Background: an optimization exercise with open tools, aiming at small area, a short achievable clock period and few clock cycles. Do not read the settings as production practice.
The RTL was checked by simulation tests, not by an equivalence proof against the original design.
Power is estimated from default activity; no workload was simulated.

`design.v`:
```
module neuron_state_mem #(
    parameter int DATA_W = 32,
    parameter int DEPTH  = 64,
    parameter int ADDR_W = $clog2(DEPTH)
) (
    input  logic              clk,
    input  logic              reset,
    input  logic              init_start,
    input  logic [DATA_W-1:0] init_value,
    output logic              init_busy,
    output logic              ready,
    input  logic              rd_en,
    input  logic [ADDR_W-1:0] rd_addr,
    output logic [DATA_W-1:0] rd_data,
    output logic              rd_valid,
    input  logic              wr_en,
    input  logic [ADDR_W-1:0] wr_addr,
    input  logic [DATA_W-1:0] wr_data
);
    logic                ready_q;
    logic                busy_q;
    logic [DATA_W-1:0]   init_q;
    logic [DEPTH-1:0]    written_q;
    logic [DATA_W-1:0]   rd_data_q;
    logic                rd_valid_q;
    logic [DATA_W-1:0]   mem [DEPTH];
    logic                keep;
    logic [7:0]          pw_hi_q;          
    logic [7:0]          pw_lo_q;
    logic [DATA_W-1:0]   pw_data_q;
    assign ready     = ready_q;
    assign init_busy = busy_q;
    assign rd_data   = rd_data_q;
    assign rd_valid  = rd_valid_q;
    assign keep = ready_q && !init_start;
    logic              en, bypass, pend_hit, g, use_init;
    logic [3:0]        hw;                     
    logic [3:0]        wq;                     
    logic [DATA_W-1:0] yq [4];                 
    logic [DATA_W-1:0] rd_d;
    assign en     = ready_q && rd_en;
    assign bypass = wr_en && rd_addr == wr_addr;
    assign pend_hit = pw_hi_q[rd_addr[5:3]] && pw_lo_q[rd_addr[2:0]];
    assign g      = en && !bypass && !pend_hit;
    logic [3:0] s0, s1;                        
    always_comb begin
        for (int q = 0; q < 4; q++) begin
            s0[q] = rd_addr[1:0] == 2'(q);
            s1[q] = rd_addr[3:2] == 2'(q);
            wq[q] = written_q[{2'(q), rd_addr[3:0]}];
            hw[q] = g && rd_addr[5:4] == 2'(q) && wq[q];
        end
        use_init = !wq[rd_addr[5:4]];
    end
    for (genvar q = 0; q < 4; q++) begin : g_quarter
        for (genvar b = 0; b < DATA_W; b++) begin : g_bit
            logic [3:0] l1;
            for (genvar k = 0; k < 4; k++) begin : g_l1
                nsm_sel4 u_l1 (.s(s0), .d({mem[16*q+4*k+3][b], mem[16*q+4*k+2][b],
                                           mem[16*q+4*k+1][b], mem[16*q+4*k][b]}), .y(l1[k]));
            end
            nsm_sel4 u_l2 (.s(s1), .d(l1), .y(yq[q][b]));
        end
    end
    for (genvar b = 0; b < DATA_W; b++) begin : g_bit
        logic e, ie;
        assign e  = (!en && rd_data_q[b]) || (en && bypass && wr_data[b]) ||
                    (en && !bypass && pend_hit && pw_data_q[b]);
        assign ie = g && init_q[b];
        nsm_bitfin u_fin (.y({yq[3][b], yq[2][b], yq[1][b], yq[0][b]}), .hw(hw),
                          .use_init(use_init), .ie(ie), .e(e), .d(rd_d[b]));
    end
    always_ff @(posedge clk or negedge reset) begin
        if (!reset) begin
            ready_q    <= 1'b0;
            busy_q     <= 1'b1;
            rd_data_q  <= '0;
            rd_valid_q <= 1'b0;
        end else begin
            ready_q    <= 1'b1;
            busy_q     <= 1'b0;
            rd_valid_q <= en;
            rd_data_q  <= rd_d;
        end
    end
    always_ff @(posedge clk) begin
        if (!ready_q || init_start) init_q <= init_value;
        for (int i = 0; i < DEPTH; i++)
            written_q[i] <= keep && (written_q[i] || (wr_en && wr_addr == ADDR_W'(i)));
    end
    always_ff @(posedge clk) begin
        for (int j = 0; j < 8; j++) begin
            pw_hi_q[j] <= keep && wr_en && wr_addr[5:3] == 3'(j);
            pw_lo_q[j] <= wr_addr[2:0] == 3'(j);
        end
        pw_data_q <= wr_data;
        for (int i = 0; i < DEPTH; i++)
            if (pw_hi_q[i/8] && pw_lo_q[i%8]) mem[i] <= pw_data_q;
    end
endmodule
module nsm_sel4 (
    input  logic [3:0] s,
    input  logic [3:0] d,
    output logic       y
);
    assign y = (s[0] && d[0]) || (s[1] && d[1]) || (s[2] && d[2]) || (s[3] && d[3]);
endmodule
module nsm_bitfin (
    input  logic [3:0] y,
    input  logic [3:0] hw,
    input  logic       use_init,
    input  logic       ie,
    input  logic       e,
    output logic       d
);
    assign d = (hw[0] && y[0]) || (hw[1] && y[1]) || (hw[2] && y[2]) || (hw[3] && y[3]) ||
               (use_init && ie) || e;
endmodule
```
`flow/run.sh`:
```
#!/bin/bash
# Standard layout, with the port buffers made from plain buffers instead of delay cells.
set -euo pipefail
export BUFFER_PORTS_ARGS="-buffer_cell sky130_fd_sc_hd__buf_4"
bash standard.sh finish > standard_finish.log 2>&1
```
`standard.sh`:
```
#!/bin/bash
# synth_recipe.tcl (not shown) runs the flow's synth.tcl, then flattens the netlist and writes it again
# the make line also repeats each setting of config.mk as NAME=value (left out here)
make -C /OpenROAD-flow-scripts/flow DESIGN_CONFIG=/design/flow/config.mk WORK_HOME=/design/flow/orfs CLKGATE_MAP_FILE= SYNTH_SCRIPT=/design/flow/synth_recipe.tcl "${@:-finish}"
```
`config.mk`:
```
export PLATFORM = sky130hd
export DESIGN_NAME = neuron_state_mem
export DESIGN_NICKNAME = neuron_state_mem
export VERILOG_FILES = /design/flow/design.v
export SDC_FILE = /design/flow/constraint.sdc
export NUM_CORES = 4
export LEC_CHECK = 0
export ABC_CLOCK_PERIOD_IN_PS = 1200
export CAP_MARGIN = 20
export CORE_MARGIN = 2
export CORE_UTILIZATION = 55
export CTS_CLUSTER_DIAMETER = 120
export CTS_CLUSTER_SIZE = 26
export SETUP_SLACK_MARGIN = 2.4
export SLEW_MARGIN = 20
export SYNTH_HIERARCHICAL = 1
export TNS_END_PERCENT = 5
```
`constraint.sdc`:
```
create_clock -name core_clock -period 4.5 [get_ports {clk}]
set_input_delay 0.9000 -clock core_clock [delete_from_list [all_inputs] [get_ports {clk}]]
set_output_delay 0.9000 -clock core_clock [all_outputs]
set_load 0.01 [all_outputs]
```
==> impl_metrics.yaml, run 1 <==
status:
  status: "finished clean"
yosys:
  syn_nets: 4821
  async_reset_ff_share_pct: 1.57
  synth_area_leaders: "edfxtp_1 (77%), a22oi_1 (12%), nand2_1 (3.0%)"
  ys_seq_area_share_pct: 80.5
  synth_ff_type: "edfxtp_1"
  synth_edf_count: 2080
  synth_top_area_share_pct: 76.7
  synth_adder_area_share_pct: 0
  synth_seq_cells: 2227
  synth_compound_area_share_pct: 13.7
  yosys.area_share.xor_xnor_pct: 0.0645
  synth_mux_area_share_pct: 0.673
  synth_area_leader_cell: "edfxtp_1"
  synthSimpleGateAreaFrac_pct: 4.76
  yosys_warnings: 10
  synth_cell_type_count: 41
  syn_inst: 4740
  synth_area_sq_um: 81400
  synth_top_family_by_area: "compound AO/OA/AOI/OAI gates"
  synth.avg_cell_area_sq_um: 17.2
cts:
  ctsHoldBuffers: 0
  clk_latency_ps: 760
  cts_tree: "yes"
  clockBufferDepth: 3
  cts.root.buffer_cell: "clkbuf_16"
  cts_buffers: 95
  clk_pin_slew_ps: 110
  htreeDepth: 3
  cts_num_sinks: 2227
sta:
  rsz0062_at_grt: "yes"
  finalMaxSlewViolations: 0
  fmax_mhz: 425
  tightest_slew_ps: 1120
  maxSlewHeadroom_pct: 25.2
  finalWorstSetupSlack_ps: 2150
  finalHoldViolCount: 0
  period_minus_slack_ps: 2350
  finalCritPeriodShare_pct: 52.3
  clock_skew_ps: 32.3
  finalSetupViolCount: 0
pwr:
  worst_ir_drop_vdd_mv: 0.341
  p_total_mw: 35.7
  power_density_nw_per_um2: 395
  p_leak_nw: 30.0
detailed_routing:
  wl_met2_um: 114000
  top_layer_used: "met5"
  wl_met1_um: 97500
  drtIter0Drc: 6499
  met3_length_um: 24800
  drc: 0
  wl_per_cell_um: 34.5
  num_vias: 48000
  dr.pass1.iters: 8
  viasPerCell: 6.73
  routed_wl_um: 246000
  ant_nets: 0
floorplanning:
  fp-row-count: 141
  initial_core_util_pct: 55.3
  die_x_um: 389
  die-area_sq_um: 151000
  ioPinCount: 116
  die_y_um: 389
  core_area_sq_um: 147000
critical_path:
  timing.critical_path.buf_inv: 1
  path_class: "reg -> out"
  crit_chain: "buf_6"
  rr_startpoint: "written_q[24]"
  cp_top_family: "flip-flops"
  path_max_fanout: 2
  cpPeakStageDelay_ps: 530
  cp-startpoint: "rd_data_q[26]"
  cp-end-kind: "output pin"
  required_ps: 3600
  cp_slowest_cell: "dfrtp_2"
  worst_setup_path_start_kind: "flop"
  arrival_ps: 1450
placement:
  gp_congestion: 0.941
  pre_cts_ws_ps: 639
  dp_hpwl_um: 134000
  io_buffers: 115
grt:
  grt_pass1_vias: 45500
  grt_start_max_net_pins: 117
  grt_pass1_wl_um: 340000
  overflow: 0
  grt.total_usage_pct: 31.8
  antenna_found_initial: 16
final_layout:
  drive_gt1_share_pct: 13.2
  syn_to_final_growth_pct: 11.0
  num-nets-final: 5216
run:
  drv_cap: 0
hold_path:
  holdCritPathClass: "in -> async"
## state kept, by name (all words and copies together), names as in the netlist
signal,flops
busy_q,1
rd_data_q,32
ready_q,1
written_q,64
mem,2048
pw_lo_q,8
init_q,32
pw_data_q,32
pw_hi_q,8
rd_valid_q,1
## per-module statistics from Yosys, one instance, submodules excluded
| module | flip-flops and latches | times used | cell area [sq um] | cells inside |
|---|---|---|---|---|
| neuron_state_mem | 2227 | 1 | 68600 | 2692 |
| nsm_bitfin | 0 | 32 | 25.0 | 4 |
| nsm_sel4 | 0 | 640 | 18.8 | 3 |
## cell families after synthesis
group / after synthesis
XOR/XNOR: 6
AND/OR/NAND/NOR: 914
buffers and inverters: 45
other: 2
AO/OA/AOI/OAI: 1514
multiplexers: 32
flip-flops: 2227
## path summary, 6_finish.rpt
kind | slack [ps] | cells after the start | to
max | 2150 | 1 | rd_data[26]
min | 120 | 1 | rd_data_q[9]
max reg2reg | 2160 | 7 | rd_data_q[27]
min reg2reg | 470 | 2 | written_q[30]
max in group asynchronous | 3880 | 1 | ready_q
min in group core_clock | 250 | 1 | pw_data_q[10]
## per-stage QoR
stage	TNS [ps]	hold slack [ps]	area [sq um]	util [%]	std cells
3_3_place_gp	0	440	86300	58.6	6896
2_1_floorplan	-112080	428	81500	-	4740
3_5_place_dp	0	453	86300	58.6	6897
4_1_cts	0	110	89700	60.9	7096
6_report	0	123	90400	61.3	7135
5_1_grt	0	140	90400	61.3	7129
## Yosys cell counts (10+ instances only)
cell type / n
and2_1: 107
buf_2: 12
clkbuf_1: 27
edfxtp_1: 2080
a21oi_1: 98
mux4_2: 10
a22o_1: 33
a22oi_1: 1346
nand3_1: 35
dfrtp_1: 34
nor2_1: 77
nor2b_1: 14
dfxtp_1: 112
nand2_1: 650
mux2i_1: 12
a21o_1: 32
## layout make-up
type | instances | area (sq um)
multi-input cells | 2473 | 16100
fillers | 10800 | 56900
diodes | 7 | 17.5
well taps | 1930 | 2410
clock buffers | 155 | 2650
clock inverters | 5 | 46.3
repair buffers | 337 | 3420
inverters | 1 | 3.75
flip-flops and latches | 2227 | 65700
## report_power, final
group | switching [mW] | total (mW) | internal, mW | leakage (nW)
Combinational | 1.74 | 2.51 | 0.762 | 8.62
Sequential | 0.239 | 22.9 | 22.7 | 20.1
Clock | 6.14 | 10.2 | 4.09 | 1.29
## placed cells by master (no fill, tap or decap), types with 32 or more instances in the layout
| cell | count |
|---|---|
| buf_12 | 41 |
| a21oi_1 | 98 |
| buf_4 | 259 |
| a21o_1 | 32 |
| nor2_1 | 73 |
| dfxtp_1 | 59 |
| dfxtp_2 | 38 |
| and2_1 | 40 |
| clkbuf_16 | 103 |
| a22o_1 | 33 |
| and2_2 | 64 |
| nand3_1 | 35 |
| edfxtp_1 | 2080 |
| nand2_1 | 602 |
| nand2_2 | 48 |
| clkbuf_1 | 58 |
| a22oi_1 | 1327 |
## timing repair
action	CTS	global route
cloned	8	8
setup endpoints to repair	317	71
hold endpoints to repair	0	0
setup buffers	31	22
pin swaps	9	7
resized for setup	104	85
## routing by layer
layer  up-vias  track usage [%]
li1      20300                -
met1     25000             45.0
met2      2385             49.4
met3       358             7.04
met4         8             10.9
met5         -                0
Testbench counts, summed over its fixed seeds: cycles 6,955.
==> run 2, diff against run 1 <==
--- a/config.mk
+++ b/config.mk
@@ -5,10 +5,9 @@
 export SDC_FILE = /design/flow/constraint.sdc
 export NUM_CORES = 4
 export LEC_CHECK = 0
-export ABC_CLOCK_PERIOD_IN_PS = 1200
 export CAP_MARGIN = 20
 export CORE_MARGIN = 2
-export CORE_UTILIZATION = 55
+export CORE_UTILIZATION = 48
 export CTS_CLUSTER_DIAMETER = 120
 export CTS_CLUSTER_SIZE = 26
 export SETUP_SLACK_MARGIN = 2.4
==> impl_metrics.yaml, run 2 <==
final_layout:
  fin_util_pct: 53.4
  top_regs: "mem: 2048 flops, written_q: 64 flops"
  num-nets-final: 5183
  drive_gt1_share_pct: 11.7
  top_register: "mem"
  syn_to_final_growth_pct: 10.9
  layout_common_cells: "edfxtp_1 (2080), a22oi_1 (1319), nand2_1 (639), buf_4 (245), clkbuf_16 (99)"
  layout_commonest_cell: "edfxtp_1"
  largest_reg_flops: 2048
  design_area_sq_um: 90300
detailed_routing:
  dr.pass1.iters: 8
  drc: 0
  routed_wl_um: 243000
  viasPerCell: 6.47
  num_vias: 47700
  drtIter0Drc: 6493
  ant_nets: 0
  wl_per_cell_um: 32.9
sta:
  maxSlewHeadroom_pct: 31.6
  finalMaxSlewViolations: 0
  clock_skew_ps: 51.2
  tns_ps: 0
  finalCritPeriodShare_pct: 54.6
  tightest_slew_ps: 1020
  fmax_mhz: 407
  period_minus_slack_ps: 2460
  finalSetupViolCount: 0
  rsz0062_at_grt: "yes"
  finalHoldViolCount: 0
grt:
  overflow: 0
  antenna_found_initial: 19
  grt_pass1_wl_um: 341000
  grt_start_max_net_pins: 99
  grt.total_usage_pct: 27.5
  grt_pass1_vias: 45700
yosys:
  syn_inst: 4740
  synth_top_area_share_pct: 76.7
  synth_area_leaders: "edfxtp_1 (77%), a22oi_1 (12%), nand2_1 (3.0%)"
  synth_edf_count: 2080
  synth_cell_type_count: 41
  syn_nets: 4821
  synth_area_sq_um: 81400
  synth_seq_cells: 2227
  yosysMostFrequentCell: "edfxtp_1"
  synth.avg_cell_area_sq_um: 17.2
  ys_seq_area_share_pct: 80.5
  yosys_warnings: 10
  synth_ff_type: "edfxtp_1"
  synthTopCellsByCount: "edfxtp_1 (2080), a22oi_1 (1346), nand2_1 (650), dfxtp_1 (112), and2_1 (107)"
  async_reset_ff_share_pct: 1.57
  synth_area_leader_cell: "edfxtp_1"
cts:
  cts_buffers: 95
  ctsHoldBuffers: 0
  cts_tree: "yes"
  cts_num_sinks: 2227
  htreeDepth: 3
  clk_latency_ps: 780
  clk_pin_slew_ps: 110
  clockBufferDepth: 3
  cts.root.buffer_cell: "clkbuf_16"
critical_path:
  cp-end-kind: "flop"
  cp-endpoint: "rd_data_q[15]"
  arrival_ps: 3090
  required_ps: 5130
  reg2reg_slack_ps: 2060
  cp-startpoint: "rd_addr[1]"
  r2r-end: "rd_data_q[15]"
  path_max_fanout: 15
  crit_chain: "buf_16 -> mux4_1 -> mux4_2 -> and3b_2 -> and2_4 -> buf_12 -> a22oi_2 -> nand3_1"
  rr_startpoint: "written_q[26]"
  worst_setup_path_start_kind: "input pin"
  r2r_cells: 7
  path_class: "in -> reg"
  cp_slowest_cell: "mux4_1"
  cpPeakStageDelay_ps: 550
floorplanning:
  initial_core_util_pct: 48.2
  die_y_um: 416
  die_x_um: 416
  ioPinCount: 116
  core_area_sq_um: 169000
  die-area_sq_um: 173000
  fp-row-count: 151
placement:
  io_buffers: 115
  gp_congestion: 0.963
  place_area_sq_um: 86700
  dp_hpwl_um: 132000
pwr:
  power_density_nw_per_um2: 393
  worst_ir_drop_vdd_mv: 0.415
  p_total_mw: 35.5
  p_leak_nw: 29.8
hold_path:
  holdCritPathClass: "in -> async"
status:
  status: "finished clean"
run:
  drv_cap: 0
run 2: repair_timing:
item / 4_1_cts / 5_1_grt
gates resized for setup: 72 / 30
endpoints found under the setup margin: 339 / 78
buffers inserted: 27 / 2
gates cloned: 8 / 4
pin swaps: 11 / 12
run 2: cells by family after synthesis:
logic type,Yosys count,share of synthesized area [%]
XOR/XNOR,6,0.0645
AO/OA/AOI/OAI,1514,13.7
other,2,0.00922
AND/OR/NAND/NOR,914,4.76
buffers and inverters,45,0.244
flip-flops,2227,80.5
multiplexers,32,0.673
run 2: how the worst min path moves through the flow:
stage                              from            end  slack (ps)
after floorplan           written_q[19]  written_q[19]         430
after global placement    written_q[27]  written_q[27]         440
after detailed placement   written_q[2]   written_q[2]         450
after CTS                         reset  rd_data_q[13]         100
after global routing              reset  rd_data_q[13]         110
final                             reset  rd_data_q[13]         110
run 2: Yosys stat by module, one instance, submodules excluded:
module / cell area [sq um] / cells
neuron_state_mem: 68600 / 2692
nsm_bitfin: 25.0 / 4
nsm_sel4: 18.8 / 3
run 2: cell type report:
cell class | count | area, sq um
diodes | 13 | 32.5
clock buffers | 134 | 2540
clock inverters | 6 | 100
fillers | 13500 | 78600
inverters | 1 | 7.51
multi-input cells | 2471 | 16000
flip-flops and latches | 2227 | 65700
well taps | 2218 | 2780
repair buffers | 306 | 3100
run 2: power by group:
part           leakage (nW)  switching [mW]  total (mW)  internal (mW)
Sequential             20.1           0.184        22.9           22.7
Clock                  1.27            6.15        10.2           4.00
Combinational          8.47            1.75        2.47          0.726
run 2: worst max-delay path, delay by kind of cell:
| kind | cells | cell delay [ps] |
|---|---|---|
| AO/OA/AOI/OAI | 1 | 300 |
| buffers and inverters | 2 | 310 |
| multiplexers | 2 | 1030 |
| AND/OR/NAND/NOR | 3 | 550 |
run 2: through the flow:
step	hold WS, ps	worst slack, ps	std cells
3_5_place_dp	449	686	7182
3_3_place_gp	440	707	7181
4_1_cts	102	2080	7357
6_report	111	2040	7376
2_1_floorplan	428	-3500	4740
5_1_grt	114	2020	7369
run 2: routing by layer:
metal  global-route usage, %  up-vias  part of all wire, %
met1                    38.4    24900                   40
met4                    12.6        6                  5.3
met5                       0        -                0.015
li1                        -    20200                    -
met3                    4.84      425                  8.1
met2                    42.5     2176                   46
==> run 3, diff against run 2 <==
--- a/config.mk
+++ b/config.mk
@@ -7,9 +7,10 @@
 export LEC_CHECK = 0
 export CAP_MARGIN = 20
 export CORE_MARGIN = 2
-export CORE_UTILIZATION = 48
+export CORE_UTILIZATION = 68
 export CTS_CLUSTER_DIAMETER = 120
 export CTS_CLUSTER_SIZE = 26
+export PLACE_DENSITY = 0.75
 export SETUP_SLACK_MARGIN = 2.4
 export SLEW_MARGIN = 20
 export SYNTH_HIERARCHICAL = 1
==> impl_metrics.yaml, run 3 <==
status:
  status: "finished clean"
cts:
  cts_num_sinks: 2227
  clockBufferDepth: 3
  cts.root.buffer_cell: "clkbuf_16"
  clk_latency_ps: 730
  htreeDepth: 3
  cts_buffers: 95
  ctsHoldBuffers: 0
  cts_tree: "yes"
  clk_pin_slew_ps: 100
yosys:
  yosys_warnings: 10
  synth_seq_cells: 2227
  synth_area_leader_cell: "edfxtp_1"
  synth_area_sq_um: 81400
  synth_top_area_share_pct: 76.7
  ys_seq_area_share_pct: 80.5
  syn_nets: 4821
  synth_area_leaders: "edfxtp_1 (77%), a22oi_1 (12%), nand2_1 (3.0%)"
  synth_ff_type: "edfxtp_1"
  yosysMostFrequentCell: "edfxtp_1"
  synth.avg_cell_area_sq_um: 17.2
  synthTopCellsByCount: "edfxtp_1 (2080), a22oi_1 (1346), nand2_1 (650), dfxtp_1 (112), and2_1 (107)"
  synth_cell_type_count: 41
  synth_edf_count: 2080
  async_reset_ff_share_pct: 1.57
  syn_inst: 4740
run:
  drv_cap: 0
critical_path:
  worst_setup_path_start_kind: "input pin"
  r2r_cells: 7
  required_ps: 5170
  rr_startpoint: "written_q[29]"
  r2r-end: "rd_data_q[23]"
  reg2reg_slack_ps: 2120
  path_class: "in -> reg"
  arrival_ps: 3090
  cp-end-kind: "flop"
  path_max_fanout: 53
final_layout:
  top_register: "mem"
  layout_commonest_cell: "edfxtp_1"
  layout_common_cells: "edfxtp_1 (2080), a22oi_1 (1318), nand2_1 (606), buf_4 (202), clkbuf_16 (103)"
  final_cells: 6742
  num-nets-final: 5148
  nFillCells: 6671
  largest_reg_flops: 2048
  syn_to_final_growth_pct: 9.91
  top_regs: "mem: 2048 flops, written_q: 64 flops"
  drive_gt1_share_pct: 11.8
sta:
  tns_ps: 0
  finalSetupViolCount: 0
  clock_skew_ps: 30.1
  period_minus_slack_ps: 2410
  finalMaxSlewViolations: 0
  finalCritPeriodShare_pct: 53.6
  rsz0062_at_grt: "yes"
  fmax_mhz: 415
  tightest_slew_ps: 1210
  maxSlewHeadroom_pct: 19.3
  finalHoldViolCount: 0
floorplanning:
  die-area_sq_um: 123000
  fp-row-count: 126
  core_area_sq_um: 118000
  die_y_um: 350
  ioPinCount: 116
  die_x_um: 350
  initial_core_util_pct: 68.8
grt:
  grt_pass1_wl_um: 319000
  grt_most_used_layer: "met2"
  grt_start_max_net_pins: 106
  grt_pass1_vias: 46300
  grtUsageMet3_pct: 9.77
  overflow: 0
  use_met1_pct: 52.1
  use_met2_pct: 54.1
  grt.total_usage_pct: 36.8
  antenna_found_initial: 11
detailed_routing:
  ant_nets: 0
  drc: 0
  dr.pass1.iters: 6
  wl_per_cell_um: 33.7
  routed_wl_um: 227000
  num_vias: 48500
  drtIter0Drc: 8162
  viasPerCell: 7.19
placement:
  dp_cells: 6531
  io_buffers: 115
  dp_hpwl_um: 122000
  gp_congestion: 0.926
hold_path:
  holdCritPathClass: "in -> async"
pwr:
  power_density_nw_per_um2: 397
  worst_ir_drop_vdd_mv: 0.384
  p_leak_nw: 29.7
==> run 3: cell counts after synthesis <==
No cell type changed its count.
==> run 3: final cells by class <==
class | count | area, sq um | share of cell area (%)
antenna | 2 | 5.00 | 0.00559
timing repair buffer | 269 | 2890 | 3.23
tap | 1600 | 2000 | 2.24
sequential | 2227 | 65700 | 73.4
clock buffer | 166 | 2730 | 3.05
clock inverter | 4 | 37.5 | 0.0419
multi-input combinational | 2473 | 16200 | 18.1
inverter | 1 | 3.75 | 0.00419
==> run 3: power by group <==
| part | leakage, nW | switching [mW] | total, mW | internal (mW) |
|---|---|---|---|---|
| registers | 20.1 | 0.210 | 22.9 | 22.7 |
| clock network | 1.32 | 6.00 | 10.2 | 4.18 |
| logic | 8.30 | 1.68 | 2.42 | 0.737 |
==> run 3: cells by family (layout without fill, tap and decap cells) <==
| family | Yosys count | in the layout | synth area share, % |
|---|---|---|---|
| flops | 2227 | 2227 | 80.5 |
| simple gates | 914 | 919 | 4.76 |
| xor+xnor | 6 | 6 | 0.0645 |
| mux | 32 | 32 | 0.673 |
| other cells | 2 | 4 | 0.00922 |
| compound gates | 1514 | 1514 | 13.7 |
| buf+inv | 45 | 440 | 0.244 |
==> run 3: worst max-delay path by stage <==
stage / from / to / slack [ps] / depth (start not counted)
after floorplan: rd_addr[1] / rd_data_q[0] / -3500 / 10
after global placement: rd_addr[1] / rd_data_q[10] / 860 / 9
after detailed placement: rd_addr[1] / rd_data_q[3] / 750 / 9
after CTS: pw_lo_q[2] / rd_data_q[11] / 2160 / 8
after global routing: written_q[31] / rd_data_q[23] / 2090 / 7
final: rd_addr[0] / rd_data_q[29] / 2090 / 10
==> run 3: per-stage QoR <==
step           utilization (%)  cell area [sq um]  worst slack [ps]  hold slack [ps]  power, mW
6_report                  75.6              89500              2090              167       35.5
2_1_floorplan                -              81500             -3500              428       24.5
4_1_cts                   75.2              89000              2160              152       35.4
3_3_place_gp              72.3              85600               861              441       25.6
5_1_grt                   75.6              89500              2090              179       36.3
3_5_place_dp              72.3              85700               748              451       25.6
==> run 3: worst max-delay path, stage by stage <==
cell     delay (ps)
buf_6           240
and2_4          430
buf_12          250
buf_12          300
a22oi_1         140
nand2_1          90
a22oi_1          70
nand2_1         310
a21oi_1         170
nand3_1         120
==> run 3: repair_timing <==
item | 4_1_cts | 5_1_grt
pin swaps | 4 | 23
gates cloned | 8 | 8
setup buffers | 17 | 3
hold endpoints to repair | 0 | 0
resized for setup | 87 | 64
setup endpoints to repair | 82 | 112
==> run 3: Yosys stat by module, one instance, submodules excluded <==
module | area, sq um | times used
neuron_state_mem | 68600 | 1
nsm_bitfin | 25.0 | 32
nsm_sel4 | 18.8 | 640
==> run 3: routing by layer <==
metal | vias up | part of all wire (%)
li1 | 20100 | -
met1 | 24200 | 35
met2 | 3603 | 45
met3 | 511 | 14
met4 | 14 | 5.4
met5 | - | 0.062
==> run 4, diff against run 3 <==
--- a/config.mk
+++ b/config.mk
@@ -7,10 +7,10 @@
 export LEC_CHECK = 0
 export CAP_MARGIN = 20
 export CORE_MARGIN = 2
-export CORE_UTILIZATION = 68
+export CORE_UTILIZATION = 60
 export CTS_CLUSTER_DIAMETER = 120
 export CTS_CLUSTER_SIZE = 26
-export PLACE_DENSITY = 0.75
+export PLACE_DENSITY = 0.66
 export SETUP_SLACK_MARGIN = 2.4
 export SLEW_MARGIN = 20
 export SYNTH_HIERARCHICAL = 1
==> impl_metrics.yaml, run 4 <==
status:
  status: "finished clean"
detailed_routing:
  wl_per_cell_um: 33.8
  routed_wl_um: 236000
  viasPerCell: 6.91
  drtIter0Drc: 7179
  ant_nets: 0
  drc: 0
  dr.pass1.iters: 6
  num_vias: 48200
yosys:
  yosysMostFrequentCell: "edfxtp_1"
  ys_seq_area_share_pct: 80.5
  synth_edf_count: 2080
  synth_top_area_share_pct: 76.7
  synth_ff_type: "edfxtp_1"
  yosys_warnings: 10
  syn_nets: 4821
  syn_inst: 4740
  synthTopCellsByCount: "edfxtp_1 (2080), a22oi_1 (1346), nand2_1 (650), dfxtp_1 (112), and2_1 (107)"
  synth_area_leaders: "edfxtp_1 (77%), a22oi_1 (12%), nand2_1 (3.0%)"
  synth.avg_cell_area_sq_um: 17.2
  async_reset_ff_share_pct: 1.57
  synth_cell_type_count: 41
  synth_seq_cells: 2227
  synth_area_leader_cell: "edfxtp_1"
  synth_area_sq_um: 81400
final_layout:
  syn_to_final_growth_pct: 11.0
  num-nets-final: 5204
  drive_gt1_share_pct: 13.5
  top_register: "mem"
  nFillCells: 9145
  design_area_sq_um: 90400
  layout_commonest_cell: "edfxtp_1"
  largest_reg_flops: 2048
  top_regs: "mem: 2048 flops, written_q: 64 flops"
  layout_common_cells: "edfxtp_1 (2080), a22oi_1 (1297), nand2_1 (590), buf_4 (249), clkbuf_16 (104)"
hold_path:
  holdCritPathClass: "in -> async"
placement:
  io_buffers: 115
  gp_congestion: 0.905
  dp_hpwl_um: 126000
  place_area_sq_um: 86200
critical_path:
  timing.critical_path.buf_inv: 2
  critPathMostFrequentCell: "a22oi_1"
  crit_chain: "buf_6 -> and2_4 -> buf_4 -> a22oi_1 -> nand2_1 -> a22oi_1 -> nand3_1"
  cp_top_family: "simple AND/OR/NAND/NOR gates"
  required_ps: 5180
  cp-end-kind: "flop"
  cp_slowest_cell: "buf_4"
  arrival_ps: 3060
  cpPeakStageDelay_ps: 570
  path_class: "in -> reg"
  path_max_fanout: 31
  worst_setup_path_start_kind: "input pin"
run:
  drv_cap: 0
floorplanning:
  fp-row-count: 135
  die_x_um: 372
  ioPinCount: 116
  die-area_sq_um: 139000
  initial_core_util_pct: 60.3
  die_y_um: 372
  core_area_sq_um: 135000
sta:
  rsz0062_at_grt: "yes"
  clock_skew_ps: 27.2
  finalSetupViolCount: 0
  tns_ps: 0
  finalHoldViolCount: 0
  finalMaxSlewViolations: 0
  fmax_mhz: 420
  tightest_slew_ps: 1180
  maxSlewHeadroom_pct: 21.5
  finalCritPeriodShare_pct: 52.9
  period_minus_slack_ps: 2380
cts:
  cts_num_sinks: 2227
  clk_pin_slew_ps: 100
  cts.root.buffer_cell: "clkbuf_16"
  clk_latency_ps: 750
  htreeDepth: 3
  ctsHoldBuffers: 0
  cts_tree: "yes"
  cts_buffers: 95
  clockBufferDepth: 3
grt:
  overflow: 0
  grt.total_usage_pct: 33.5
  grt_pass1_vias: 45200
  grt_start_max_net_pins: 121
  antenna_found_initial: 10
  grt_pass1_wl_um: 329000
pwr:
  p_leak_nw: 30.0
  seq_power_share_pct: 64.3
  pwr-share-comb_pct: 7.1
  intPower_mw: 27.6
  worst_ir_drop_vdd_mv: 0.314
  p_sw_share_pct: 22.5
  power_density_nw_per_um2: 394
  p_switching_mw: 8.01
  clock_power_share_pct: 28.7
==> run 4: changes by cell type in the layout (fill, tap and decap cells not counted), moves of 7 or more <==
cell / delta
dfxtp_2: -10
nand2_2: +15
buf_4: +47
and2_4: -8
a22oi_1: -21
a22oi_2: +21
buf_6: +13
nand2_1: -16
diode_2: +7
and2_2: +8
dfxtp_4: +9
==> run 4: layout make-up <==
type                    instances  area [sq um]  area share [%]
diodes                          9          22.5          0.0249
clock buffers                 164          2680            2.96
clock inverters                 5          46.3          0.0512
inverters                       1          3.75         0.00415
multi-input cells            2470         16300            18.1
flip-flops and latches       2227         65700            72.7
well taps                    1781          2230            2.47
repair buffers                328          3410            3.77
==> run 4: worst paths after layout <==
path	startpoint	end	slack [ps]	depth (start not counted)
min	reset	rd_data_q[20]	160	1
min in group core_clock	wr_data[3]	pw_data_q[3]	270	1
max	rd_addr[2]	rd_data_q[24]	2120	7
max in group asynchronous	reset	rd_data_q[0]	3830	1
max reg2reg	pw_lo_q[2]	rd_data_q[5]	2200	10
min reg2reg	written_q[1]	written_q[1]	480	2
==> run 4: per-module statistics from Yosys (local to each module, per instance) <==
module | cells | flip-flops and latches | cell area, sq um | times used
nsm_bitfin | 4 | 0 | 25.0 | 32
nsm_sel4 | 3 | 0 | 18.8 | 640
neuron_state_mem | 2692 | 2227 | 68600 | 1
==> run 4: stage by stage <==
step           std cells  util (%)  hold WS (ps)  worst slack [ps]  power, mW
6_report            6985      66.9           161              2120       35.6
5_1_grt             6977      66.9           145              2160       36.4
2_1_floorplan       4740         -           428             -3500       24.5
4_1_cts             6945      66.3           127              2150       35.5
3_3_place_gp        6749      63.8           442               833       25.6
3_5_place_dp        6751      63.8           453               767       25.7
==> run 4: power by group through the flow <==
stage                     clock, mW  sequential [mW]  combinational (mW)
after global routing           10.9             22.9                2.63
after global placement            0             23.3                2.29
after detailed placement          0             23.3                2.31
after floorplan                   0             23.4                1.13
after CTS                      10.3             22.9                2.38
final                          10.2             22.9                2.51
==> run 4: logic make-up after synthesis <==
kind of cell / count (synthesis) / share of synthesized area (%)
other: 2 / 0.00922
muxes: 32 / 0.673
DFF: 2227 / 80.5
AOI/OAI and AO/OA: 1514 / 13.7
buffers and inverters: 45 / 0.244
and+or+nand+nor: 914 / 4.76
xor gates and xnor gates: 6 / 0.0645
==> run 4: metal layers <==
metal  track usage [%]  vias up  routed length, um
met5                 0        -                 69
li1                  -    20200                  -
met1              47.9    24800              90100
met2              51.2     2751             109000
met3              7.48      396              26700
met4              12.7        8              10500
==> run 4: repair_timing <==
item / 4_1_cts / 5_1_grt
setup endpoints to repair: 239 / 67
buffers inserted: 20 / 20
resized for setup: 81 / 130
hold endpoints to repair: 0 / 0
pin swaps: 4 / 26
gates cloned: 5 / 10
==> run 5, diff against run 4 <==
--- a/config.mk
+++ b/config.mk
@@ -7,11 +7,10 @@
 export LEC_CHECK = 0
 export CAP_MARGIN = 20
 export CORE_MARGIN = 2
-export CORE_UTILIZATION = 60
+export CORE_UTILIZATION = 55
 export CTS_CLUSTER_DIAMETER = 120
 export CTS_CLUSTER_SIZE = 26
-export PLACE_DENSITY = 0.66
-export SETUP_SLACK_MARGIN = 2.4
+export SETUP_SLACK_MARGIN = 2.7
 export SLEW_MARGIN = 20
 export SYNTH_HIERARCHICAL = 1
 export TNS_END_PERCENT = 5
==> impl_metrics.yaml, run 5 <==
yosys:
  synth_top_area_share_pct: 76.7
  synth_cell_type_count: 41
  syn_nets: 4821
  synth_area_leader_cell: "edfxtp_1"
  async_reset_ff_share_pct: 1.57
  synth_seq_cells: 2227
  synth_area_leaders: "edfxtp_1 (77%), a22oi_1 (12%), nand2_1 (3.0%)"
  synth.avg_cell_area_sq_um: 17.2
  ys_seq_area_share_pct: 80.5
  yosys_warnings: 10
  synth_ff_type: "edfxtp_1"
  synthTopCellsByCount: "edfxtp_1 (2080), a22oi_1 (1346), nand2_1 (650), dfxtp_1 (112), and2_1 (107)"
  synth_edf_count: 2080
  synth_area_sq_um: 81400
  syn_inst: 4740
  yosysMostFrequentCell: "edfxtp_1"
placement:
  place_area_sq_um: 86300
  pre_cts_ws_ps: 606
  dp_hpwl_um: 132000
  io_buffers: 115
  gp_congestion: 0.893
sta:
  finalMaxSlewViolations: 0
  tightest_slew_ps: 1170
  period_minus_slack_ps: 2420
  finalSetupViolCount: 0
  clock_skew_ps: 27.1
  fmax_mhz: 413
  finalCritPeriodShare_pct: 53.8
  finalWorstSetupSlack_ps: 2080
  maxSlewHeadroom_pct: 21.7
  tns_ps: 0
  rsz0062_at_grt: "yes"
  finalHoldViolCount: 0
cts:
  clockBufferDepth: 3
  cts.root.buffer_cell: "clkbuf_16"
  htreeDepth: 3
  clk_latency_ps: 750
  cts_num_sinks: 2227
  cts_tree: "yes"
  cts_buffers: 95
  ctsHoldBuffers: 0
  clk_pin_slew_ps: 110
detailed_routing:
  routed_wl_um: 245000
  drtIter0Drc: 6724
  dr.pass1.iters: 6
  ant_nets: 0
  viasPerCell: 6.76
  wl_per_cell_um: 34.4
  num_vias: 48200
  drc: 0
pwr:
  p_sw_share_pct: 22.7
  p_leak_nw: 30.1
  power_density_nw_per_um2: 394
  clock_power_share_pct: 28.8
  worst_ir_drop_vdd_mv: 0.288
  seq_power_share_pct: 64.0
  intPower_mw: 27.6
  p_switching_mw: 8.14
  pwr-share-comb_pct: 7.2
run:
  drv_cap: 0
critical_path:
  path_max_fanout: 136
  reg2reg_slack_ps: 2120
  cpPeakStageDelay_ps: 360
  required_ps: 5140
  worst_setup_path_start_kind: "input pin"
  rr_startpoint: "pw_hi_q[5]"
  critPathMostFrequentCell: "a22oi_1"
  path_class: "in -> reg"
  cp-end-kind: "flop"
  cp_top_family: "compound AO/OA/AOI/OAI gates"
  arrival_ps: 3060
  cp-startpoint: "rd_addr[0]"
  timing.critical_path.buf_inv: 3
  crit_chain: "buf_6 -> nor2_4 -> buf_4 -> buf_12 -> a22oi_1 -> nand2_1 -> a22oi_1 -> nand2_1 -> a22oi_1 -> nand3_1"
  cp_slowest_cell: "a22oi_1"
grt:
  grt_start_max_net_pins: 137
  grt_pass1_wl_um: 345000
  grt.total_usage_pct: 32.2
  antenna_found_initial: 10
  grt_pass1_vias: 45900
  overflow: 0
final_layout:
  layout_common_cells: "edfxtp_1 (2080), a22oi_1 (1283), nand2_1 (614), buf_4 (227), clkbuf_16 (101)"
  top_regs: "mem: 2048 flops, written_q: 64 flops"
  design_area_sq_um: 90800
  layout_commonest_cell: "edfxtp_1"
  num-nets-final: 5210
  largest_reg_flops: 2048
  syn_to_final_growth_pct: 11.5
  drive_gt1_share_pct: 14.0
  top_register: "mem"
floorplanning:
  fp-row-count: 141
  die_x_um: 389
  initial_core_util_pct: 55.3
  die-area_sq_um: 151000
  ioPinCount: 116
  die_y_um: 389
  core_area_sq_um: 147000
status:
  status: "finished clean"
hold_path:
  holdCritPathClass: "in -> async"
run 5: changes by cell type in the layout (fill, tap and decap cells not counted), moves of 8 or more:
cell,change
a22oi_1,-14
dfrtp_1,-12
a21oi_1,-13
a22oi_2,+14
buf_4,-22
clkbuf_1,-8
buf_6,+22
nand2_1,+24
dfrtp_2,+12
a21oi_2,+13
nand2_2,-23
run 5: cell families (layout without fill, tap and decap cells):
logic type	after synthesis	count (layout)	synth area share, %
xor gates and xnor gates	6	6	0.0645
muxes	32	32	0.673
and+or+nand+nor	914	921	4.76
other	2	6	0.00922
buffers and inverters	45	492	0.244
DFF	2227	2227	80.5
AOI/OAI and AO/OA	1514	1514	13.7
run 5: final timing paths:
| kind | endpoint | cells after the start |
|---|---|---|
| min in group core_clock | pw_data_q[3] | 1 |
| setup / recovery | rd_data_q[23] | 10 |
| hold / removal | rd_data_q[17] | 1 |
| max in group asynchronous | rd_valid_q | 1 |
| setup reg to reg | rd_data_q[8] | 9 |
| hold reg to reg | written_q[31] | 2 |
run 5: per-module statistics from Yosys, one instance, submodules excluded:
module / cells inside / flops+latches
nsm_sel4: 3 / 0
nsm_bitfin: 4 / 0
neuron_state_mem: 2692 / 2227
run 5: layout make-up:
class                   instances  area [sq um]
well taps                    1930          2410
inverters                       1          3.75
clock buffers                 158          2700
flip-flops and latches       2227         65700
multi-input cells            2475         16400
repair buffers                329          3520
diodes                          4          10.0
fillers                     10800         56500
clock inverters                 4          37.5
run 5: power by group through the flow:
stage	registers (mW)	clock network, mW	logic (mW)
2_1_floorplan	23.4	0	1.13
3_3_place_gp	23.4	0	2.32
3_5_place_dp	23.4	0	2.34
4_1_cts	22.9	10.4	2.50
5_1_grt	22.9	11.0	2.70
6_report	22.9	10.3	2.58
run 5: repair_timing:
| action | 4_1_cts | 5_1_grt |
|---|---|---|
| setup endpoints to repair | 1784 | 939 |
| pin swaps | 52 | 40 |
| resized for setup | 207 | 54 |
| cloned | 16 | 2 |
| setup buffers | 42 | 3 |
run 5: worst register-to-register path: cells and delay by family (launching register included):
family	cells	cell delay (ps)
DFF	1	360
AOI/OAI and AO/OA	2	300
muxes	2	790
buffers and inverters	3	460
and+or+nand+nor	2	420
run 5: through the flow:
step	power (mW)	hold slack, ps	utilization, %	cells
2_1_floorplan	24.5	428	-	4740
3_3_place_gp	25.7	443	58.6	6897
3_5_place_dp	25.7	448	58.6	6898
4_1_cts	35.8	143	61.4	7118
5_1_grt	36.6	185	61.6	7125
6_report	35.8	175	61.6	7128
run 5: routing by layer:
layer	wire length [um]	global-route usage (%)	vias up
met5	0	0	-
met4	10800	12.8	0
met3	23700	5.67	346
met2	112000	48.8	2519
met1	98600	47.0	25000
li1	-	-	20300
==> run 6, diff against run 5 <==
--- a/config.mk
+++ b/config.mk
@@ -10,7 +10,7 @@
 export CORE_UTILIZATION = 55
 export CTS_CLUSTER_DIAMETER = 120
 export CTS_CLUSTER_SIZE = 26
-export SETUP_SLACK_MARGIN = 2.7
+export SETUP_SLACK_MARGIN = 2.15
 export SLEW_MARGIN = 20
 export SYNTH_HIERARCHICAL = 1
 export TNS_END_PERCENT = 5
==> impl_metrics.yaml, run 6 <==
yosys:
  yosysMostFrequentCell: "edfxtp_1"
  synth_area_sq_um: 81400
  synthTopCellsByCount: "edfxtp_1 (2080), a22oi_1 (1346), nand2_1 (650), dfxtp_1 (112), and2_1 (107)"
  ys_seq_area_share_pct: 80.5
  syn_nets: 4821
  synth_seq_cells: 2227
  yosys_warnings: 10
  synth_cell_type_count: 41
  async_reset_ff_share_pct: 1.57
  synth_top_area_share_pct: 76.7
  synth.avg_cell_area_sq_um: 17.2
  synth_area_leaders: "edfxtp_1 (77%), a22oi_1 (12%), nand2_1 (3.0%)"
  synth_area_leader_cell: "edfxtp_1"
  syn_inst: 4740
  synth_edf_count: 2080
  synth_ff_type: "edfxtp_1"
final_layout:
  syn_to_final_growth_pct: 10.3
  largest_reg_flops: 2048
  top_register: "mem"
  layout_commonest_cell: "edfxtp_1"
  drive_gt1_share_pct: 11.8
  fin_util_pct: 61.0
  layout_common_cells: "edfxtp_1 (2080), a22oi_1 (1338), nand2_1 (619), buf_4 (243), clkbuf_16 (103)"
  nFillCells: 10900
  num-nets-final: 5181
  top_regs: "mem: 2048 flops, written_q: 64 flops"
grt:
  overflow: 0
  antenna_found_initial: 23
  grt.total_usage_pct: 31.6
  grt_start_max_net_pins: 117
  grt_pass1_wl_um: 339000
  grt_pass1_vias: 45200
critical_path:
  r2r_cells: 8
  worst_setup_path_start_kind: "input pin"
  rr_startpoint: "written_q[24]"
  cp-end-kind: "flop"
  r2r-end: "rd_data_q[6]"
  path_class: "in -> reg"
  path_max_fanout: 102
  reg2reg_slack_ps: 2120
  arrival_ps: 3030
  required_ps: 5140
sta:
  finalHoldViolCount: 0
  hold_ws_ps: 135
  finalWorstSetupSlack_ps: 2110
  finalCritPeriodShare_pct: 53.2
  fmax_mhz: 418
  period_minus_slack_ps: 2390
  tns_ps: 0
  rsz0062_at_grt: "yes"
  clock_skew_ps: 29.1
  maxSlewHeadroom_pct: 23.9
  finalSetupViolCount: 0
  finalMaxSlewViolations: 0
  tightest_slew_ps: 1140
cts:
  cts_num_sinks: 2227
  ctsHoldBuffers: 0
  clockBufferDepth: 3
  cts_tree: "yes"
  cts_buffers: 95
  clk_pin_slew_ps: 110
  clk_latency_ps: 750
  cts.root.buffer_cell: "clkbuf_16"
  htreeDepth: 3
placement:
  dp_hpwl_um: 134000
  io_buffers: 115
  gp_congestion: 0.941
  pre_cts_ws_ps: 639
floorplanning:
  die_x_um: 389
  initial_core_util_pct: 55.3
  ioPinCount: 116
  fp-row-count: 141
  die-area_sq_um: 151000
  die_y_um: 389
  core_area_sq_um: 147000
detailed_routing:
  dr.pass1.iters: 6
  wl_per_cell_um: 34.2
  viasPerCell: 6.71
  ant_nets: 0
  drc: 0
  routed_wl_um: 243000
  num_vias: 47700
  drtIter0Drc: 6480
hold_path:
  holdCritPathClass: "in -> async"
pwr:
  p_leak_nw: 29.8
  power_density_nw_per_um2: 396
  worst_ir_drop_vdd_mv: 0.341
  p_total_mw: 35.6
run:
  drv_cap: 0
status:
  status: "finished clean"
## run 6: critical path, cell delays in order
cell and delay, ps:
buf_16 140, buf_4 140, nor2b_4 50, buf_12 130
buf_16 240, a22oi_1 280, nand2_1 80, a22oi_1 270
nand2_1 310, a22oi_2 290, nand3_1 100
## run 6: how the worst max path moves through the flow
stage,from,to,slack (ps),cells past startpoint
finish,rd_addr[1],rd_data_q[24],2110,11
global route,written_q[63],rd_data_q[13],2090,9
CTS,rd_data_q[30],rd_data[30],2070,1
detailed placement,rd_addr[1],rd_data_q[23],640,8
global placement,rd_addr[1],rd_data_q[23],650,8
floorplan,rd_addr[1],rd_data_q[0],-3500,10
## run 6: what timing repair did
action	CTS	global route
gates cloned	3	8
pin swaps	3	5
endpoints found under the hold margin	0	0
gates resized for setup	37	69
buffers inserted	12	11
endpoints found under the setup margin	47	45
## run 6: Yosys stat by module, one instance, submodules excluded
module	copies in the design	cell area (sq um)	flip-flops and latches	cells inside
neuron_state_mem	1	68600	2227	2692
nsm_bitfin	32	25.0	0	4
nsm_sel4	640	18.8	0	3
## run 6: area by class of cell
cell class                 instances  area (sq um)  area share (%)
timing repair buffer             303          3070            3.42
inverter                           1          3.75         0.00418
sequential                      2227         65700            73.1
clock inverter                     5          46.3          0.0515
multi-input combinational       2472         16000            17.8
tap                             1930          2410            2.69
antenna                           10          25.0          0.0279
clock buffer                     155          2650            2.94
## run 6: cells by family (layout without fill, tap and decap cells)
logic type | Yosys count | count (layout) | share of synthesized area [%]
buffers and inverters | 45 | 464 | 0.244
xor gates and xnor gates | 6 | 6 | 0.0645
muxes | 32 | 32 | 0.673
other | 2 | 12 | 0.00922
and+or+nand+nor | 914 | 918 | 4.76
AOI/OAI and AO/OA | 1514 | 1514 | 13.7
DFF | 2227 | 2227 | 80.5
## run 6: power by group
group | switching, mW | total [mW] | internal (mW)
Combinational | 1.70 | 2.43 | 0.728
Clock | 6.13 | 10.2 | 4.09
Sequential | 0.249 | 23.0 | 22.7
## run 6: metal layers
layer  GRT usage [%]  routed length [um]  share of wire [%]
met1            45.2               97400                 40
met2            49.1              113000                 47
met3            6.58               23600                9.7
met4            10.2                8670                3.6
met5               0                  53              0.022
## run 6: through the flow
step / instances / cell area (sq um)
4_1_cts: 7072 / 89300
6_report: 7103 / 89800
3_5_place_dp: 6897 / 86300
3_3_place_gp: 6896 / 86300
5_1_grt: 7094 / 89800
2_1_floorplan: 4740 / 81500
==> run 7, diff against run 6 <==
--- a/config.mk
+++ b/config.mk
@@ -10,7 +10,7 @@
 export CORE_UTILIZATION = 55
 export CTS_CLUSTER_DIAMETER = 120
 export CTS_CLUSTER_SIZE = 26
-export SETUP_SLACK_MARGIN = 2.15
+export SETUP_SLACK_MARGIN = 2.3
 export SLEW_MARGIN = 20
 export SYNTH_HIERARCHICAL = 1
-export TNS_END_PERCENT = 5
+export TNS_END_PERCENT = 10
==> impl_metrics.yaml, run 7 <==
critical_path:
  cp_top_family: "multiplexers"
  worst_setup_path_start_kind: "input pin"
  required_ps: 5140
  reg2reg_slack_ps: 2060
  critPathMostFrequentCell: "mux4_2"
  cp_slowest_cell: "mux4_2"
  cpPeakStageDelay_ps: 520
  crit_chain: "buf_16 -> mux4_2 -> mux4_2 -> and3b_2 -> and2_4 -> buf_12 -> a22oi_2 -> nand3_1"
  rr_startpoint: "written_q[30]"
  arrival_ps: 3080
  path_class: "in -> reg"
  r2r_cells: 7
  r2r-end: "rd_data_q[1]"
  cp-end-kind: "flop"
  timing.critical_path.buf_inv: 2
  path_max_fanout: 15
cts:
  clockBufferDepth: 3
  cts_buffers: 95
  cts.root.buffer_cell: "clkbuf_16"
  htreeDepth: 3
  clk_latency_ps: 770
  clk_pin_slew_ps: 100
  cts_num_sinks: 2227
  cts_tree: "yes"
hold_path:
  holdCritPathClass: "in -> async"
yosys:
  synth_area_leaders: "edfxtp_1 (77%), a22oi_1 (12%), nand2_1 (3.0%)"
  synth_mux_area_share_pct: 0.673
  synth_area_sq_um: 81400
  synthTopCellsByCount: "edfxtp_1 (2080), a22oi_1 (1346), nand2_1 (650), dfxtp_1 (112), and2_1 (107)"
  synthSimpleGateAreaFrac_pct: 4.76
  synth_compound_area_share_pct: 13.7
  synth_area_leader_cell: "edfxtp_1"
  synth_ff_type: "edfxtp_1"
  syn_nets: 4821
  synth.avg_cell_area_sq_um: 17.2
  synth_top_area_share_pct: 76.7
  synth_seq_cells: 2227
  synth_top_family_by_area: "compound AO/OA/AOI/OAI gates"
  synth_cell_type_count: 41
  yosys.area_share.xor_xnor_pct: 0.0645
  syn_inst: 4740
  ys_seq_area_share_pct: 80.5
  yosysMostFrequentCell: "edfxtp_1"
  synth_edf_count: 2080
  synth_adder_area_share_pct: 0
  yosys_warnings: 10
  async_reset_ff_share_pct: 1.57
sta:
  tightest_slew_ps: 1130
  clock_skew_ps: 34.1
  finalHoldViolCount: 0
  maxSlewHeadroom_pct: 24.9
  fmax_mhz: 409
  finalWorstSetupSlack_ps: 2060
  finalMaxSlewViolations: 0
  hold_ws_ps: 152
  rsz0062_at_grt: "yes"
  finalCritPeriodShare_pct: 54.3
  period_minus_slack_ps: 2440
  finalSetupViolCount: 0
final_layout:
  layout_common_cells: "edfxtp_1 (2080), a22oi_1 (1334), nand2_1 (630), buf_4 (241), clkbuf_16 (103)"
  num-nets-final: 5188
  top_regs: "mem: 2048 flops, written_q: 64 flops"
  largest_reg_flops: 2048
  final_cells: 7105
  nFillCells: 10800
  drive_gt1_share_pct: 11.9
  syn_to_final_growth_pct: 10.7
  layout_commonest_cell: "edfxtp_1"
  design_area_sq_um: 90200
  fin_util_pct: 61.2
  top_register: "mem"
detailed_routing:
  dr.pass1.iters: 6
  ant_nets: 0
  drtIter0Drc: 6385
  wl_per_cell_um: 34.8
  routed_wl_um: 247000
  viasPerCell: 6.77
  num_vias: 48100
  drc: 0
pwr:
  p_leak_nw: 29.9
  power_density_nw_per_um2: 397
  seq_power_share_pct: 64.0
  intPower_mw: 27.6
  pwr-share-comb_pct: 7.0
  p_sw_share_pct: 22.7
  worst_ir_drop_vdd_mv: 0.271
  clock_power_share_pct: 29.0
  p_switching_mw: 8.13
status:
  status: "finished clean"
grt:
  grt.total_usage_pct: 32.3
  antenna_found_initial: 17
  grt_pass1_wl_um: 346000
  grt_pass1_vias: 45500
  grt_start_max_net_pins: 123
  overflow: 0
placement:
  pre_cts_ws_ps: 733
  dp_hpwl_um: 136000
  dp_cells: 6904
  place_area_sq_um: 86500
  gp_congestion: 0.899
  io_buffers: 115
floorplanning:
  die_y_um: 389
  ioPinCount: 116
  die-area_sq_um: 151000
  fp-row-count: 141
  initial_core_util_pct: 55.3
  core_area_sq_um: 147000
  die_x_um: 389
run:
  drv_cap: 0
run 7: cell types whose count changed in the layout (fill, tap and decap cells not counted), moves of 7 or more:
cell,change
and2_2,-8
dfxtp_1,-7
nand2_2,-11
dfxtp_4,+9
nand2_1,+11
and2_4,+7
run 7: per-module statistics from Yosys (local to each module, per instance):
module | copies in the design | cell area, sq um
neuron_state_mem | 1 | 68600
nsm_bitfin | 32 | 25.0
nsm_sel4 | 640 | 18.8
run 7: repair_timing:
action	CTS	global route
hold buffers	0	0
resized for setup	104	21
pin swaps	9	8
setup endpoints to repair	360	66
cloned	10	4
buffers inserted	20	2
run 7: cell type report:
class	instances	area [sq um]	area share, %
timing repair buffer	312	3300	3.65
clock inverter	3	36.3	0.0402
tap	1930	2410	2.68
antenna	4	10.0	0.0111
clock buffer	158	2720	3.02
inverter	1	3.75	0.00416
sequential	2227	65700	72.8
multi-input combinational	2470	16000	17.8
run 7: how the worst max path moves through the flow:
stage,start,end,cells past startpoint,slack (ps)
after floorplan,rd_addr[1],rd_data_q[0],10,-3500
after global placement,rd_addr[1],rd_data_q[1],8,740
after detailed placement,rd_addr[1],rd_data_q[1],8,730
after CTS,written_q[19],rd_data_q[1],7,2100
after global routing,written_q[30],rd_data_q[1],7,2060
final,rd_addr[1],rd_data_q[1],8,2060
run 7: logic make-up after synthesis:
family | after synthesis
xor gates and xnor gates | 6
DFF | 2227
other | 2
muxes | 32
AOI/OAI and AO/OA | 1514
buffers and inverters | 45
and+or+nand+nor | 914
run 7: stage by stage:
stage	power (mW)	TNS, ps
after floorplan	24.5	-112000
after global placement	25.7	0
after detailed placement	25.7	0
after CTS	35.8	0
after global routing	36.6	0
final	35.8	0
run 7: power groups by stage:
stage,Clock (mW),Sequential [mW],Combinational [mW]
final,10.4,22.9,2.52
after global routing,11.1,22.9,2.65
after detailed placement,0,23.4,2.38
after global placement,0,23.4,2.36
after floorplan,0,23.4,1.13
after CTS,10.4,22.9,2.46
run 7: metal layers:
| metal | part of all wire [%] | global-route usage (%) |
|---|---|---|
| met5 | 0.032 | 0 |
| met4 | 3.5 | 9.87 |
| met3 | 10 | 6.91 |
| met2 | 46 | 49.3 |
| met1 | 41 | 47.1 |
==> run 8, diff against run 7 <==
--- a/config.mk
+++ b/config.mk
@@ -8,9 +8,9 @@
 export CAP_MARGIN = 20
 export CORE_MARGIN = 2
 export CORE_UTILIZATION = 55
-export CTS_CLUSTER_DIAMETER = 120
-export CTS_CLUSTER_SIZE = 26
-export SETUP_SLACK_MARGIN = 2.3
+export CTS_CLUSTER_DIAMETER = 80
+export CTS_CLUSTER_SIZE = 22
+export SETUP_SLACK_MARGIN = 2.4
 export SLEW_MARGIN = 20
 export SYNTH_HIERARCHICAL = 1
-export TNS_END_PERCENT = 10
+export TNS_END_PERCENT = 5
==> impl_metrics.yaml, run 8 <==
sta:
  tns_ps: 0
  finalHoldViolCount: 0
  clock_skew_ps: 37.8
  finalSetupViolCount: 0
  finalWorstSetupSlack_ps: 2130
  period_minus_slack_ps: 2370
  maxSlewHeadroom_pct: 24.7
  finalMaxSlewViolations: 0
  fmax_mhz: 422
  rsz0062_at_grt: "yes"
  finalCritPeriodShare_pct: 52.7
  tightest_slew_ps: 1130
detailed_routing:
  routed_wl_um: 245000
  drc: 0
  wl_per_cell_um: 34.2
  drtIter0Drc: 6082
  num_vias: 48000
  ant_nets: 0
  dr.pass1.iters: 6
  viasPerCell: 6.70
critical_path:
  rr_startpoint: "written_q[24]"
  reg2reg_slack_ps: 2160
  worst_setup_path_start_kind: "input pin"
  path_class: "in -> reg"
  required_ps: 5230
  arrival_ps: 3100
  cp-end-kind: "flop"
  path_max_fanout: 60
  r2r-end: "rd_data_q[23]"
  r2r_cells: 7
pwr:
  p_leak_nw: 30.4
  worst_ir_drop_vdd_mv: 0.411
  power_density_nw_per_um2: 409
final_layout:
  largest_reg_flops: 2048
  fin_util_pct: 61.8
  layout_commonest_cell: "edfxtp_1"
  drive_gt1_share_pct: 13.4
  layout_common_cells: "edfxtp_1 (2080), a22oi_1 (1328), nand2_1 (615), buf_4 (250), clkbuf_16 (123)"
  syn_to_final_growth_pct: 11.9
  top_regs: "mem: 2048 flops, written_q: 64 flops"
  top_register: "mem"
  num-nets-final: 5224
grt:
  grt_start_max_net_pins: 117
  use_met1_pct: 45.4
  grt.total_usage_pct: 31.9
  grt_most_used_layer: "met2"
  grt_pass1_vias: 45800
  grtUsageMet3_pct: 6.65
  overflow: 0
  grt_pass1_wl_um: 342000
  antenna_found_initial: 21
  use_met2_pct: 49.3
floorplanning:
  initial_core_util_pct: 55.3
  core_area_sq_um: 147000
  die-area_sq_um: 151000
  die_x_um: 389
  fp-row-count: 141
  ioPinCount: 116
  die_y_um: 389
yosys:
  yosysMostFrequentCell: "edfxtp_1"
  syn_nets: 4821
  synth.avg_cell_area_sq_um: 17.2
  synth_ff_type: "edfxtp_1"
  synth_top_area_share_pct: 76.7
  yosys_warnings: 10
  synth_area_leader_cell: "edfxtp_1"
  syn_inst: 4740
  synth_edf_count: 2080
  synthTopCellsByCount: "edfxtp_1 (2080), a22oi_1 (1346), nand2_1 (650), dfxtp_1 (112), and2_1 (107)"
  async_reset_ff_share_pct: 1.57
  synth_area_sq_um: 81400
  synth_cell_type_count: 41
  synth_area_leaders: "edfxtp_1 (77%), a22oi_1 (12%), nand2_1 (3.0%)"
  synth_seq_cells: 2227
  ys_seq_area_share_pct: 80.5
cts:
  cts_tree: "yes"
  cts.root.buffer_cell: "clkbuf_16"
  cts_num_sinks: 2227
  clk_latency_ps: 790
  clk_pin_slew_ps: 100
  htreeDepth: 3
  cts_buffers: 116
  clockBufferDepth: 3
run:
  drv_cap: 0
status:
  status: "finished clean"
placement:
  dp_hpwl_um: 134000
  gp_congestion: 0.941
  pre_cts_ws_ps: 639
  io_buffers: 115
hold_path:
  holdCritPathClass: "in -> async"
-- run 8: what timing repair did --
action / CTS / global route
gates resized for setup: 107 / 61
pin swaps: 19 / 9
hold endpoints to repair: 0 / 0
cloned: 8 / 5
hold buffers: 0 / 0
setup endpoints to repair: 323 / 67
setup buffers: 29 / 13
-- run 8: critical path: stages --
cell	delay, ps
buf_16	140
nor2_4	460
buf_12	360
a22oi_1	150
nand2_1	100
a22oi_1	100
nand2_1	480
a22oi_1	190
nand3_1	120
-- run 8: layout make-up --
type,instances,area [sq um]
clock inverter,27,369
antenna,6,15.0
sequential,2227,65700
inverter,1,3.75
clock buffer,180,3210
timing repair buffer,325,3300
fill,10700,56200
tap,1930,2410
multi-input combinational,2472,16100
-- run 8: Yosys stat by module, one instance, submodules excluded --
module,cells inside,flops+latches,area (sq um),copies in the design
neuron_state_mem,2692,2227,68600,1
nsm_bitfin,4,0,25.0,32
nsm_sel4,3,0,18.8,640
-- run 8: logic make-up (layout without fill, tap and decap cells) --
logic type | count (synthesis) | after routing | share of synthesized area, %
AND/OR/NAND/NOR | 914 | 918 | 4.76
XOR/XNOR | 6 | 6 | 0.0645
flip-flops | 2227 | 2227 | 80.5
buffers and inverters | 45 | 533 | 0.244
multiplexers | 32 | 32 | 0.673
other | 2 | 8 | 0.00922
AO/OA/AOI/OAI | 1514 | 1514 | 13.7
-- run 8: metrics by stage --
| step | power (mW) | hold slack (ps) | cells | area [sq um] |
|---|---|---|---|---|
| after floorplan | 24.5 | 428 | 4740 | 81500 |
| after global placement | 25.7 | 440 | 6896 | 86300 |
| after detailed placement | 25.7 | 453 | 6897 | 86300 |
| after CTS | 37.2 | 98.3 | 7141 | 90600 |
| after global routing | 38.1 | 130 | 7163 | 91100 |
| final | 37.2 | 108 | 7168 | 91100 |
-- run 8: how the worst max path moves through the flow --
stage	start	to	slack [ps]	cells past startpoint
finish	rd_addr[1]	rd_data_q[18]	2130	9
detailed placement	rd_addr[1]	rd_data_q[23]	640	8
global placement	rd_addr[1]	rd_data_q[23]	650	8
floorplan	rd_addr[1]	rd_data_q[0]	-3500	10
global route	rd_data_q[22]	rd_data[22]	2110	1
CTS	rd_data_q[22]	rd_data[22]	2130	1
-- run 8: routing by layer --
| layer | wire length [um] | share of wire (%) |
|---|---|---|
| met1 | 97500 | 40 |
| met2 | 113000 | 46 |
| met3 | 23900 | 9.8 |
| met4 | 10200 | 4.2 |
| met5 | 89 | 0.036 |
-- run 8: report_power, final --
part           switching (mW)  internal, mW  total [mW]
logic                    1.72         0.749        2.47
registers               0.238          22.7        22.9
clock network            6.50          5.32        11.8
==> run 9, diff against run 8 <==
--- a/config.mk
+++ b/config.mk
@@ -8,8 +8,8 @@
 export CAP_MARGIN = 20
 export CORE_MARGIN = 2
 export CORE_UTILIZATION = 55
-export CTS_CLUSTER_DIAMETER = 80
-export CTS_CLUSTER_SIZE = 22
+export CTS_CLUSTER_DIAMETER = 100
+export CTS_CLUSTER_SIZE = 30
 export SETUP_SLACK_MARGIN = 2.4
 export SLEW_MARGIN = 20
 export SYNTH_HIERARCHICAL = 1
==> impl_metrics.yaml, run 9 <==
critical_path:
  worst_setup_path_start_kind: "input pin"
  cp-end-kind: "flop"
  r2r_cells: 8
  rr_startpoint: "written_q[26]"
  timing.critical_path.buf_inv: 3
  cp_num_cells: 10
  cp-endpoint: "rd_data_q[23]"
  cp_slowest_cell: "nand2_1"
  crit_chain: "buf_6 -> nor2b_4 -> buf_12 -> buf_16 -> a22oi_1 -> nand2_1 -> a22oi_1 -> nand2_1 -> a22oi_2 -> nand3_1"
  cp-startpoint: "rd_addr[0]"
  cp_top_family: "compound AO/OA/AOI/OAI gates"
  path_class: "in -> reg"
  r2r-end: "rd_data_q[16]"
  required_ps: 5110
  reg2reg_slack_ps: 2150
  arrival_ps: 2990
  cpPeakStageDelay_ps: 340
  path_max_fanout: 102
cts:
  clockBufferDepth: 3
  clk_pin_slew_ps: 120
  cts.root.buffer_cell: "clkbuf_16"
  cts_num_sinks: 2227
  htreeDepth: 3
  cts_tree: "yes"
  clk_latency_ps: 740
  ctsHoldBuffers: 0
  cts_buffers: 84
floorplanning:
  core_area_sq_um: 147000
  die-area_sq_um: 151000
  die_x_um: 389
  fp-row-count: 141
  initial_core_util_pct: 55.3
  die_y_um: 389
  ioPinCount: 116
final_layout:
  syn_to_final_growth_pct: 10.4
  top_regs: "mem: 2048 flops, written_q: 64 flops"
  top_register: "mem"
  layout_common_cells: "edfxtp_1 (2080), a22oi_1 (1313), nand2_1 (609), buf_4 (240), a21oi_1 (98)"
  largest_reg_flops: 2048
  design_area_sq_um: 89900
  drive_gt1_share_pct: 12.6
  nFillCells: 10800
  final_cells: 7091
  layout_commonest_cell: "edfxtp_1"
  num-nets-final: 5179
hold_path:
  holdCritPathClass: "in -> async"
pwr:
  worst_ir_drop_vdd_mv: 0.323
  power_density_nw_per_um2: 391
  p_leak_nw: 29.7
sta:
  finalWorstSetupSlack_ps: 2120
  finalSetupViolCount: 0
  finalMaxSlewViolations: 0
  finalHoldViolCount: 0
  clock_skew_ps: 34.8
  tightest_slew_ps: 1140
  fmax_mhz: 420
  rsz0062_at_grt: "yes"
  period_minus_slack_ps: 2380
  finalCritPeriodShare_pct: 52.9
  maxSlewHeadroom_pct: 23.8
detailed_routing:
  viasPerCell: 6.71
  drc: 0
  dr.pass1.iters: 8
  num_vias: 47600
  ant_nets: 0
  routed_wl_um: 243000
  drtIter0Drc: 6371
  wl_per_cell_um: 34.3
yosys:
  async_reset_ff_share_pct: 1.57
  synth_adder_area_share_pct: 0
  synthSimpleGateAreaFrac_pct: 4.76
  synth_ff_type: "edfxtp_1"
  syn_nets: 4821
  synth_top_family_by_area: "compound AO/OA/AOI/OAI gates"
  synth_cell_type_count: 41
  syn_inst: 4740
  synth_area_leader_cell: "edfxtp_1"
  synth_edf_count: 2080
  synth_area_leaders: "edfxtp_1 (77%), a22oi_1 (12%), nand2_1 (3.0%)"
  yosys_warnings: 10
  synth_top_area_share_pct: 76.7
  synth_mux_area_share_pct: 0.673
  synthTopCellsByCount: "edfxtp_1 (2080), a22oi_1 (1346), nand2_1 (650), dfxtp_1 (112), and2_1 (107)"
  yosys.area_share.xor_xnor_pct: 0.0645
  ys_seq_area_share_pct: 80.5
  synth.avg_cell_area_sq_um: 17.2
  synth_seq_cells: 2227
  synth_area_sq_um: 81400
  synth_compound_area_share_pct: 13.7
  yosysMostFrequentCell: "edfxtp_1"
placement:
  place_area_sq_um: 86300
  dp_hpwl_um: 134000
  pre_cts_ws_ps: 639
  dp_cells: 6897
  io_buffers: 115
  gp_congestion: 0.941
grt:
  overflow: 0
  grt.total_usage_pct: 31.8
  antenna_found_initial: 17
  grt_pass1_vias: 45300
  grt_start_max_net_pins: 117
  grt_pass1_wl_um: 341000
run:
  drv_cap: 0
status:
  status: "finished clean"
-- run 9: worst min-delay path by stage --
stage	endpoint	slack, ps	cells after the start
after global routing	rd_data_q[11]	160	1
final	rd_data_q[9]	150	1
after detailed placement	written_q[34]	450	2
after CTS	rd_data_q[9]	120	1
after floorplan	written_q[19]	430	2
after global placement	written_q[32]	440	2
-- run 9: kinds of logic (layout without fill, tap and decap cells) --
logic type | after synthesis | in the layout
other | 2 | 12
buffers and inverters | 45 | 451
DFF | 2227 | 2227
muxes | 32 | 32
AOI/OAI and AO/OA | 1514 | 1514
and+or+nand+nor | 914 | 919
xor gates and xnor gates | 6 | 6
-- run 9: worst register-to-register path: stages (launching register included) --
cell	delay, ps
dfxtp_1	340
mux4_2	470
mux4_2	490
and3b_2	270
nor3_4	210
buf_12	160
buf_6	170
a22oi_1	90
nand3_1	80
-- run 9: where the power goes --
part	switching [mW]	internal (mW)	total, mW
logic	1.72	0.752	2.47
registers	0.243	22.7	23.0
clock network	6.01	3.74	9.75
total	7.98	27.2	35.2
-- run 9: layer usage --
metal	global-route usage [%]	part of all wire (%)
met5	0	0.015
met4	11.0	3.7
met3	6.30	10
met2	49.2	47
met1	45.5	40
-- run 9: through the flow --
step           power [mW]  hold WS (ps)  util (%)  TNS, ps
6_report             35.2           150      61.0        0
5_1_grt              36.1           158      61.0        0
4_1_cts              35.2           122      60.8        0
3_5_place_dp         25.7           453      58.6        0
3_3_place_gp         25.7           440      58.6        0
2_1_floorplan        24.5           428         -  -112080
-- run 9: final cells by class --
class	count	area (sq um)	area share [%]
well taps	1930	2410	2.69
repair buffers	311	3190	3.55
clock inverters	3	58.8	0.0654
multi-input cells	2473	16100	18.0
diodes	10	25.0	0.0278
clock buffers	136	2360	2.63
inverters	1	3.75	0.00418
flip-flops and latches	2227	65700	73.1
-- run 9: modules after synthesis, one instance, submodules excluded --
module	cells	cell area (sq um)	times used
neuron_state_mem	2692	68600	1
nsm_bitfin	4	25.0	32
nsm_sel4	3	18.8	640
-- run 9: timing repair --
item                       CTS  global route
pin swaps                    8            17
buffers inserted            28             3
cloned                       7             6
resized for setup          108            61
setup endpoints to repair  399            67

Setup slack of run 9, layout unchanged: 2.118 ns with ideal ports, 1.925 ns with driving cells assumed (clock clkbuf_16, inputs buf_2), 1.107 ns with port delays also shifted by the 0.818 ns mid clock arrival.
